This design comes from an exercise in tuning for small area, a short achievable clock period and few clock cycles on the open sky130 flow, not from production work. Function was checked by simulation only, so behaviour that the tests miss may differ from the original. Power figures rest on the tool's default switching activity, not on a simulated workload.

== v44 ==
// stack_queue_engine_top
module stack_queue_engine_top (
  input  logic               clk,
  input  logic               rst_n,
  input  logic               in_valid,
  output logic               in_ready,
  input  sqe_pkg::in_item_t  in_data,
  output logic               out_valid,
  input  logic               out_ready,
  output sqe_pkg::out_item_t out_data,
  input  logic               cfg_we,
  input  logic               cfg_wdata
);
Size: about 4500 cells after synthesis, ~2200 flip-flops, ~79 I/O pins, about 81000 um2 of cells after synthesis.
Settings: LEC_CHECK=0, CAP_MARGIN=20, CORE_MARGIN=2, CORE_UTILIZATION=60, CTS_BUF_LIST=sky130_fd_sc_hd__clkbuf_16, CTS_CLUSTER_DIAMETER=100, CTS_CLUSTER_SIZE=20, SETUP_SLACK_MARGIN=3.5, SLEW_MARGIN=20; clock period 6.0 ns.
run.sh (not shown) runs the stock make flow with config.mk's settings and CLKGATE_MAP_FILE= SYNTH_SCRIPT=/design/flow/synth_recipe.tcl, a recipe that flattens the netlist after the stock synthesis.
v44 finished every step from synthesis to the final layout, and the layout passed the timing, DRC and antenna checks.
Testbench counts of v44, summed over its fixed seeds: cycles 37,882.
Here is what was changed in the inputs of v52 compared with v44.
# v44
export LEC_CHECK = 0
export CAP_MARGIN = 20
export CORE_MARGIN = 2
export CORE_UTILIZATION = 60
export CTS_BUF_LIST = sky130_fd_sc_hd__clkbuf_16
export CTS_CLUSTER_DIAMETER = 100
export CTS_CLUSTER_SIZE = 20
export SETUP_SLACK_MARGIN = 3.5
export SLEW_MARGIN = 20
create_clock -name core_clock -period 6.0 [get_ports {clk}]
# v52
export LEC_CHECK = 0
export CAP_MARGIN = 20
export CORE_MARGIN = 2
export CORE_UTILIZATION = 50
export CTS_BUF_LIST = sky130_fd_sc_hd__clkbuf_16
export CTS_CLUSTER_DIAMETER = 100
export CTS_CLUSTER_SIZE = 20
export SETUP_SLACK_MARGIN = 3.5
export SLEW_MARGIN = 20
create_clock -name core_clock -period 6.0 [get_ports {clk}]
Findings:
Compared with v44, in v52 non-clock buffer count increased by 3 relative to the old numbers, maximum frequency increased by about 3.5% relative to the old numbers, iteration-0 DRC count of the detailed router decreased by about 9% relative to the old numbers, wire length decreased by 6.4 mm relative to the old numbers. [v52] setup slack rose 0.098 ns relative to v44. Global-route wire length before repair for v52: 1.0% down relative to v44. Power of the combinational group (v52 vs. v44) decreases by a few percent. Taking v44 as the reference, in v52 sequential portion of the cell area shrank by 0.36 points, design area grew by about 0.5%.
Inputs modified between v52 and v6:
# v52
export LEC_CHECK = 0
export CAP_MARGIN = 20
export CORE_MARGIN = 2
export CORE_UTILIZATION = 50
export CTS_BUF_LIST = sky130_fd_sc_hd__clkbuf_16
export CTS_CLUSTER_DIAMETER = 100
export CTS_CLUSTER_SIZE = 20
export SETUP_SLACK_MARGIN = 3.5
export SLEW_MARGIN = 20
create_clock -name core_clock -period 6.0 [get_ports {clk}]
# v6
export LEC_CHECK = 0
export CAP_MARGIN = 20
export CORE_MARGIN = 2
export CORE_UTILIZATION = 50
export CTS_BUF_LIST = sky130_fd_sc_hd__clkbuf_16
export CTS_CLUSTER_DIAMETER = 100
export CTS_CLUSTER_SIZE = 20
export SETUP_SLACK_MARGIN = 3.3
export SLEW_MARGIN = 20
create_clock -name core_clock -period 6.0 [get_ports {clk}]
==> results.txt <==
Result for v52 and v6: all clean. v52 → v6: starting utilization of the core area flat; wire length of the first global-routing pass -about 1.7%. Density: v6 sparser than v52. Cell depth of the worst setup path up 2 in v6 wrt v52. Measured against v6, the peak supply drop of v52 comes out at 0.927 times the reference value. The area after detailed placement of v52 and that of v6 are within noise of each other. Compared with v52, in v6 total power now sits lower; switching power total saw a decrease; proportion of power drawn by the clock network level; cell area went down by 1200 um2; clock period minus final worst setup slack -0.0037 ns.
Modified inputs, v12 compared to v6
# v6
export LEC_CHECK = 0
export CAP_MARGIN = 20
export CORE_MARGIN = 2
export CORE_UTILIZATION = 50
export CTS_BUF_LIST = sky130_fd_sc_hd__clkbuf_16
export CTS_CLUSTER_DIAMETER = 100
export CTS_CLUSTER_SIZE = 20
export SETUP_SLACK_MARGIN = 3.3
export SLEW_MARGIN = 20
create_clock -name core_clock -period 6.0 [get_ports {clk}]
# v12
export LEC_CHECK = 0
export CAP_MARGIN = 10
export CORE_MARGIN = 2
export CORE_UTILIZATION = 50
export CTS_BUF_LIST = sky130_fd_sc_hd__clkbuf_16
export CTS_CLUSTER_DIAMETER = 100
export CTS_CLUSTER_SIZE = 24
export SETUP_SLACK_MARGIN = 3.5
export SLEW_MARGIN = 10
export TNS_END_PERCENT = 10
create_clock -name core_clock -period 6.0 [get_ports {clk}]
### Flow results
met1 layer wirelength in the final routing came out lower on v12 than on v6. v12 reports a lower total power density per cell area than v6 does. Clock insertion delay at the later pin of the skew report ended up 0.04 ns lower on v12 than on v6. v12 ended up with wrow[2] as its timing startpoint of the critical path; v6 ended up with wrow[1]. Summary of v12 over v6: cell area after technology mapping shows no meaningful change; switching share of total power shows no meaningful change; combinational logic power shows an increase of about 4%; proportion of power drawn by flip-flops and latches shows an increase of 1.4 points; area of all placed cells without fillers shows no meaningful change. Delta (v12 minus v6): routed wire length shows an increase of about 2.6%; area added between synthesis and finish -0.33 points.

========
stack_queue_engine_top again, from the RTL that the note above started with.
export LEC_CHECK = 0
export CAP_MARGIN = 20
export CORE_MARGIN = 2
export CORE_UTILIZATION = 50
export CTS_BUF_LIST = sky130_fd_sc_hd__clkbuf_16
export CTS_CLUSTER_DIAMETER = 100
export CTS_CLUSTER_SIZE = 20
export SETUP_SLACK_MARGIN = 3.7
export SLEW_MARGIN = 20
create_clock -name core_clock -period 6.0 [get_ports {clk}]
The starting point completed without violations.
Testbench counts at the start, summed over its fixed seeds: cycles 37,882.
Next try:
- CAP_MARGIN: 20 -> 10
- CTS_CLUSTER_SIZE: 20 -> 24
- SETUP_SLACK_MARGIN: 3.7 -> 3.5
- SLEW_MARGIN: 20 -> 10
- The changed run ran to the end with no violations
- cell count shrinks by a few percent
- global-route usage shrinks by 1.3 points
- worst setup slack degrades by 0.033 ns
- clock skew shrinks by 0.0058 ns
- clock power shrinks by a little under a tenth
- wire length shrinks by a few percent
Next try:
- TNS_END_PERCENT: not set -> 30
Worst setup slack loses 0.29 ns.
Synthesized area does not change.
Die area stays the same.
Routed wire length went down slightly.
Final cell count goes down slightly.
Utilization came out lower by 0.63 points.
Clock power barely changes.
Power barely changes.
Clock-buffer cell count came out higher by 3.
Worst hold slack stays flat.

## re-timing with driven ports
How much do the figures lean on ideal ports? The routed layouts below were timed once more, with nothing changed but the port constraints.
Step 1 assumes that a clkbuf_16 drives the clock port and a buf_2 every other input.
Step 2 also shifts input and output timing later by t, the mid clock arrival at the registers, as if the neighbouring blocks saw the same clock.
Three values: ideal ports, drivers, drivers and shift; two values: the first two.
run	t, ns	setup slack, ns	latest minus earliest clock arrival (ns)	worst slew at a driven data input, ns
v44	0.863	3.087 / 3.006 / 2.653	0.029 / 0.029	0.16
v52	0.863	3.185 / 3.104 / 2.629	0.059 / 0.059	0.14
v6	0.879	3.189 / 3.189 / 2.509	0.055 / 0.055	0.18
v12	0.845	2.736 / 2.736 / 2.457	0.051 / 0.051	0.13
the first run of note 2	0.881	3.211 / 3.126 / 2.638	0.050 / 0.050	0.14
the second run of note 2	0.859	3.178 / 3.096 / 2.645	0.049 / 0.049	0.14
the third run of note 2	0.857	2.892 / 2.892 / 2.569	0.055 / 0.055	0.16
After both steps setup and hold are still met in every run listed. For v6, which loses most, drivers alone change the setup slack by 0.000 ns; drivers and shift together by -0.680 ns.
